Context: an optimization exercise on an open-source flow, tuned for small area, a short achievable clock period and few clock cycles. The choices shown serve that exercise and are no tape-out recipe.
Where RTL was checked, it was by simulation tests only, not by an equivalence proof against the original.
Power is estimated from default activity; no workload was simulated.

Design cache_ctrl, start of the top module:
module cache_ctrl #(
   parameter int ADDR_W      = 10,
   parameter int NUM_BLOCKS  = 4,
   parameter int BLOCK_WORDS = 4,
   parameter int CNT_W       = 16
) (
   input  logic                      clk,
   input  logic                      rst_n,
   input  logic                      cpu_req_valid,
   output logic                      cpu_req_ready,
   input  logic                      cpu_we,
   input  logic [ADDR_W-1:0]         cpu_addr,
   input  logic [31:0]               cpu_wdata,
   output logic                      cpu_resp_valid,
   output logic [31:0]               cpu_rdata,
   output logic                      mem_req,
   output logic                      mem_we,
   output logic [ADDR_W-1:0]         mem_addr,
   output logic [32*BLOCK_WORDS-1:0] mem_wdata,
   input  logic [32*BLOCK_WORDS-1:0] mem_rdata,
   input  logic                      mem_done,
   output logic [CNT_W-1:0]          hit_cnt,
   output logic [CNT_W-1:0]          miss_cnt
);
Size in the first run: roughly 2000 cells after synthesis, ~780 flip-flops, ~380 I/O pins, roughly 32000 sq um of cells after synthesis.
==> flow/config.mk <==
export PLATFORM = sky130hd
export DESIGN_NAME = cache_ctrl
export DESIGN_NICKNAME = cache_ctrl
export VERILOG_FILES = /design/flow/design.v
export SDC_FILE = /design/flow/constraint.sdc
export NUM_CORES = 4
export LEC_CHECK = 0
export CAP_MARGIN = 20
export CORE_MARGIN = 2
export CORE_UTILIZATION = 40
export SETUP_SLACK_MARGIN = 2.0
export SLEW_MARGIN = 20
==> flow/constraint.sdc <==
create_clock -name core_clock -period 4.0 [get_ports {clk}]
set_input_delay 0.8000 -clock core_clock [delete_from_list [all_inputs] [get_ports {clk}]]
set_output_delay 0.8000 -clock core_clock [all_outputs]
set_load 0.01 [all_outputs]
standard.sh (not shown) runs the stock make flow with config.mk's settings and CLKGATE_MAP_FILE= SYNTH_SCRIPT=/design/flow/synth_recipe.tcl, a recipe that flattens the netlist after the stock synthesis.
==> flow/flow/run.sh <==
#!/bin/bash
# Standard ORFS layout with two changes to how it is made:
#  * the resizer may swap cells across footprints (MATCH_CELL_FOOTPRINT=0);
#  * while the ports are buffered (global placement), delay cells are
#    don't-use, so the port buffers are plain buffers.
set -euo pipefail
here=$(pwd)
bash standard.sh synth > synth.log 2>&1
bash standard.sh PRE_GLOBAL_PLACE_TCL="$here/flow/gp_pre.tcl" MATCH_CELL_FOOTPRINT=0 finish > layout.log 2>&1
==> flow/flow/gp_pre.tcl <==
# Keep delay cells out of the port buffers inserted in this step.
set_dont_use [get_lib_cells {sky130_fd_sc_hd__clkdlybuf4s* sky130_fd_sc_hd__dlygate* sky130_fd_sc_hd__dlymetal*}]
The baseline completed without violations.
==> next run, changes <==
==> flow/run.sh (new file) <==
#!/bin/bash
# synth_recipe.tcl (not shown) runs the flow's synth.tcl, then flattens the netlist and writes it again
# the make line also repeats each setting of config.mk as NAME=value (left out here)
make -C /OpenROAD-flow-scripts/flow DESIGN_CONFIG=/design/flow/config.mk WORK_HOME=/design/flow/orfs CLKGATE_MAP_FILE= SYNTH_SCRIPT=/design/flow/synth_recipe.tcl finish
removed: flow/flow/run.sh
removed: flow/flow/gp_pre.tcl
removed: flow/standard.sh
=>
- clock skew fell by 0.021 ns
- via count rose by 2.9%
- wire length rose by 11%
- design area rose by 4.0%
- cell count fell by 0.72%
- maximum frequency rose by 0.47%
- total power rose by 0.43%
- non-clock buffer count fell by 35
- clock power fell by about 0.6%
- worst setup slack gains 0.011 ns
Function was not checked in any run of this note: the RTL went through the layout flow alone.

---

## nickel
Another version of the RTL of cache_ctrl (not shown whole).
Size in the first run: ~2,100 cells after synthesis, roughly 810 flip-flops.
==> flow/config.mk <==
export PLATFORM = sky130hd
export DESIGN_NAME = cache_ctrl
export DESIGN_NICKNAME = cache_ctrl
export VERILOG_FILES = /design/flow/design.v
export SDC_FILE = /design/flow/constraint.sdc
export NUM_CORES = 4
export LEC_CHECK = 0
export CAP_MARGIN = 20
export CORE_MARGIN = 2
export CORE_UTILIZATION = 60
export CTS_CLUSTER_DIAMETER = 100
export CTS_CLUSTER_SIZE = 24
export SETUP_SLACK_MARGIN = 1.6
export SLEW_MARGIN = 20
==> flow/constraint.sdc <==
create_clock -name core_clock -period 4.0 [get_ports {clk}]
set_input_delay 0.8000 -clock core_clock [delete_from_list [all_inputs] [get_ports {clk}]]
set_output_delay 0.8000 -clock core_clock [all_outputs]
set_load 0.01 [all_outputs]
==> flow/flow/run.sh <==
#!/bin/bash
# Standard ORFS layout with two changes to how it is made:
#  * the resizer may swap cells across footprints (MATCH_CELL_FOOTPRINT=0);
#  * while the ports are buffered (global placement), delay cells are
#    don't-use, so the port buffers are plain buffers.
set -euo pipefail
here=$(pwd)
bash standard.sh synth > synth.log 2>&1
bash standard.sh PRE_GLOBAL_PLACE_TCL="$here/flow/gp_pre.tcl" MATCH_CELL_FOOTPRINT=0 finish > layout.log 2>&1
==> flow/flow/gp_pre.tcl <==
# Keep delay cells out of the port buffers inserted in this step.
set_dont_use [get_lib_cells {sky130_fd_sc_hd__clkdlybuf4s* sky130_fd_sc_hd__dlygate* sky130_fd_sc_hd__dlymetal*}]
Testbench counts of nickel, summed over its fixed seeds: cycles 33,730.
Relative to nickel, the following input files were edited for willow:
Settings: SETUP_SLACK_MARGIN now 1.75, was 1.6.
Results
- willow: flow completed, timing, DRC and antenna clean
- Going from nickel to willow, share of cells above drive strength 1 has increased; design area has increased; fill cell total of the finished layout rose by 14; clock-buffer cell count saw a decrease.
- Going from nickel to willow, the clock network power was found to have gone down by about 1%.
- Summary — total power consumption of the routed design, willow relative to nickel: lower, by 0.54%.
Modified inputs, xenon compared to willow
Settings: SETUP_SLACK_MARGIN: 1.75 -> 1.9.
==> summary.txt <==
- willow → xenon: global-route usage rose by 0.92 points; sequential share of layout area fell by 2.6 points; worst clock skew rose by 0.0063 ns.
- Compared with willow, xenon shows a higher worst setup slack.

---

The RTL this note starts from:
==> flow/design.v <==
module cache_ctrl #(
   parameter int ADDR_W      = 10,
   parameter int NUM_BLOCKS  = 4,
   parameter int BLOCK_WORDS = 4,
   parameter int CNT_W       = 16
) (
   input  logic                      clk,
   input  logic                      rst_n,
   input  logic                      cpu_req_valid,
   output logic                      cpu_req_ready,
   input  logic                      cpu_we,
   input  logic [ADDR_W-1:0]         cpu_addr,
   input  logic [31:0]               cpu_wdata,
   output logic                      cpu_resp_valid,
   output logic [31:0]               cpu_rdata,
   output logic                      mem_req,
   output logic                      mem_we,
   output logic [ADDR_W-1:0]         mem_addr,
   output logic [32*BLOCK_WORDS-1:0] mem_wdata,
   input  logic [32*BLOCK_WORDS-1:0] mem_rdata,
   input  logic                      mem_done,
   output logic [CNT_W-1:0]          hit_cnt,
   output logic [CNT_W-1:0]          miss_cnt
);
   localparam int TAG_W  = ADDR_W - 6;
   localparam int LINE_W = 32 * BLOCK_WORDS;
   logic [NUM_BLOCKS-1:0] valid_arr;
   logic [NUM_BLOCKS-1:0] dirty_arr;
   logic [TAG_W-1:0]      tag_arr  [NUM_BLOCKS];
   logic [LINE_W-1:0]     data_arr [NUM_BLOCKS];
   logic             r_v;
   logic             r_hit;
   logic [TAG_W-1:0] r_tag;
   logic [1:0]       r_idx;
   logic [1:0]       r_word;
   logic             r_we;
   logic [31:0]      r_wdata;
   logic             rdy;
   logic [TAG_W-1:0] mem_tag;
   logic [TAG_W-1:0] in_tag;
   logic [1:0]       in_idx;
   logic             in_hit;
   logic             in_victim_dirty;
   logic             rd_open;
   logic             rd_done;
   logic             wb_done;
   logic             accept;
   logic             unused_addr_bits;
   assign unused_addr_bits = ^cpu_addr[1:0];
   assign in_tag = cpu_addr[ADDR_W-1:6];
   assign in_idx = cpu_addr[5:4];
   assign in_hit          = valid_arr[in_idx] && (tag_arr[in_idx] == in_tag);
   assign in_victim_dirty = valid_arr[in_idx] && dirty_arr[in_idx];
   assign rd_open = mem_req && !mem_we;
   assign rd_done = rd_open && mem_done;
   assign wb_done = mem_req && mem_we && mem_done;
   assign cpu_req_ready = rdy || rd_done;
   assign accept        = cpu_req_valid && cpu_req_ready;
   assign mem_addr = {mem_tag, r_idx, 4'h0};
   assign mem_wdata = data_arr[r_idx];
   always_ff @(posedge clk or negedge rst_n) begin
      if (!rst_n) begin
         rdy            <= 1'b1;
         r_v            <= 1'b0;
         mem_req        <= 1'b0;
         mem_we         <= 1'b0;
         cpu_resp_valid <= 1'b0;
         valid_arr      <= '0;
         dirty_arr      <= '0;
         hit_cnt        <= '0;
         miss_cnt       <= '0;
      end else begin
         r_v            <= accept;
         cpu_resp_valid <= (r_v && r_hit) || rd_done;
         if (wb_done) mem_we <= 1'b0;
         if (rd_done) begin
            mem_req <= 1'b0;
            rdy     <= 1'b1;
         end
         if (accept) begin
            if (in_hit) begin
               if (cpu_we) dirty_arr[in_idx] <= 1'b1;
            end else begin
               valid_arr[in_idx] <= 1'b1;
               dirty_arr[in_idx] <= cpu_we;
               mem_req           <= 1'b1;
               mem_we            <= in_victim_dirty;
               rdy               <= 1'b0;
            end
         end
         if (r_v) begin
            if (r_hit) begin
               if (hit_cnt != {CNT_W{1'b1}}) hit_cnt <= hit_cnt + CNT_W'(1);
            end else begin
               if (miss_cnt != {CNT_W{1'b1}}) miss_cnt <= miss_cnt + CNT_W'(1);
            end
         end
      end
   end
   always_ff @(posedge clk) begin
      if (accept) begin
         r_hit   <= in_hit;
         r_tag   <= in_tag;
         r_idx   <= in_idx;
         r_word  <= cpu_addr[3:2];
         r_we    <= cpu_we;
         r_wdata <= cpu_wdata;
         if (!in_hit) begin
            tag_arr[in_idx] <= in_tag;
            mem_tag         <= in_victim_dirty ? tag_arr[in_idx] : in_tag;
         end
      end else if (wb_done) begin
         mem_tag <= r_tag;
      end
   end
   logic [31:0] wsrc [BLOCK_WORDS];
   logic [BLOCK_WORDS-1:0] wsel_mem;
   logic [BLOCK_WORDS-1:0] wen;
   always_comb begin
      for (int w = 0; w < BLOCK_WORDS; w++) begin
         wsel_mem[w] = rd_open && !(r_we && r_word == 2'(w));
         wsrc[w]     = wsel_mem[w] ? mem_rdata[32*w +: 32] : r_wdata;
         wen[w]      = rd_open || (r_v && r_hit && r_we && r_word == 2'(w));
      end
   end
   always_ff @(posedge clk) begin
      for (int l = 0; l < NUM_BLOCKS; l++) begin
         for (int w = 0; w < BLOCK_WORDS; w++) begin
            if (r_idx == 2'(l) && wen[w]) data_arr[l][32*w +: 32] <= wsrc[w];
         end
      end
   end
   always_ff @(posedge clk) begin
      if (rd_open) cpu_rdata <= mem_rdata[{r_word, 5'd0} +: 32];
      else         cpu_rdata <= data_arr[r_idx][{r_word, 5'd0} +: 32];
   end
endmodule
Settings: LEC_CHECK=0, CAP_MARGIN=20, CORE_MARGIN=2, CORE_UTILIZATION=40, SLEW_MARGIN=20; clock period 4.0 ns.
run.sh (not shown) runs the stock make flow with config.mk's settings and CLKGATE_MAP_FILE= SYNTH_SCRIPT=/design/flow/synth_recipe.tcl, a recipe that flattens the netlist after the stock synthesis.
Stock flow here: none of the scripts above is used.
The first run finished clean.
Testbench counts at the start, summed over its fixed seeds: cycles 33,730.
Then changed:
Settings changed: SETUP_SLACK_MARGIN set to 1.5.
Non-clock buffer count rose by 84.
Setup slack gets better by 0.53 ns.
Clock-buffer cell count rose by 13.
Worst hold slack gets worse by 0.013 ns.
Via count rose by a few percent.
Core utilization rose by 1.3 points.
Power rose slightly.
Critical path depth rose by 2.

==> static timing again, ports no longer ideal <==
Ports are ideal in the flow. The routed layouts listed here were re-timed in OpenROAD. Step 1 assumes that a clkbuf_16 drives the clock port and a buf_2 every other input. Step 2 also shifts input and output timing later by t, the mid clock arrival at the registers, as if the neighbouring blocks saw the same clock. Slacks: ideal / step 1 / step 2; pairs: ideal / step 1.
| run | t (ns) | setup slack, ns | worst setup path after step 2 |
|---|---|---|---|
| the first run of note 1 | 0.695 | 1.711 / 1.647 / 1.250 | input to register |
| the second run of note 1 | 0.691 | 1.722 / 1.673 / 1.207 | input to register |
| nickel | 0.654 | 1.636 / 1.644 / 1.020 | input to register |
| willow | 0.649 | 1.776 / 1.715 / 1.176 | input to register |
| xenon | 0.661 | 1.801 / 1.740 / 1.174 | input to register |
| the first run of note 3 | 0.651 | 0.280 / 0.215 / 0.579 | input to register |
| the second run of note 3 | 0.658 | 0.806 / 0.742 / 0.949 | input to register |
After both steps setup and hold are still met in every run listed. For xenon, which loses most, drivers alone change the setup slack by -0.061 ns; drivers and shift together by -0.627 ns.
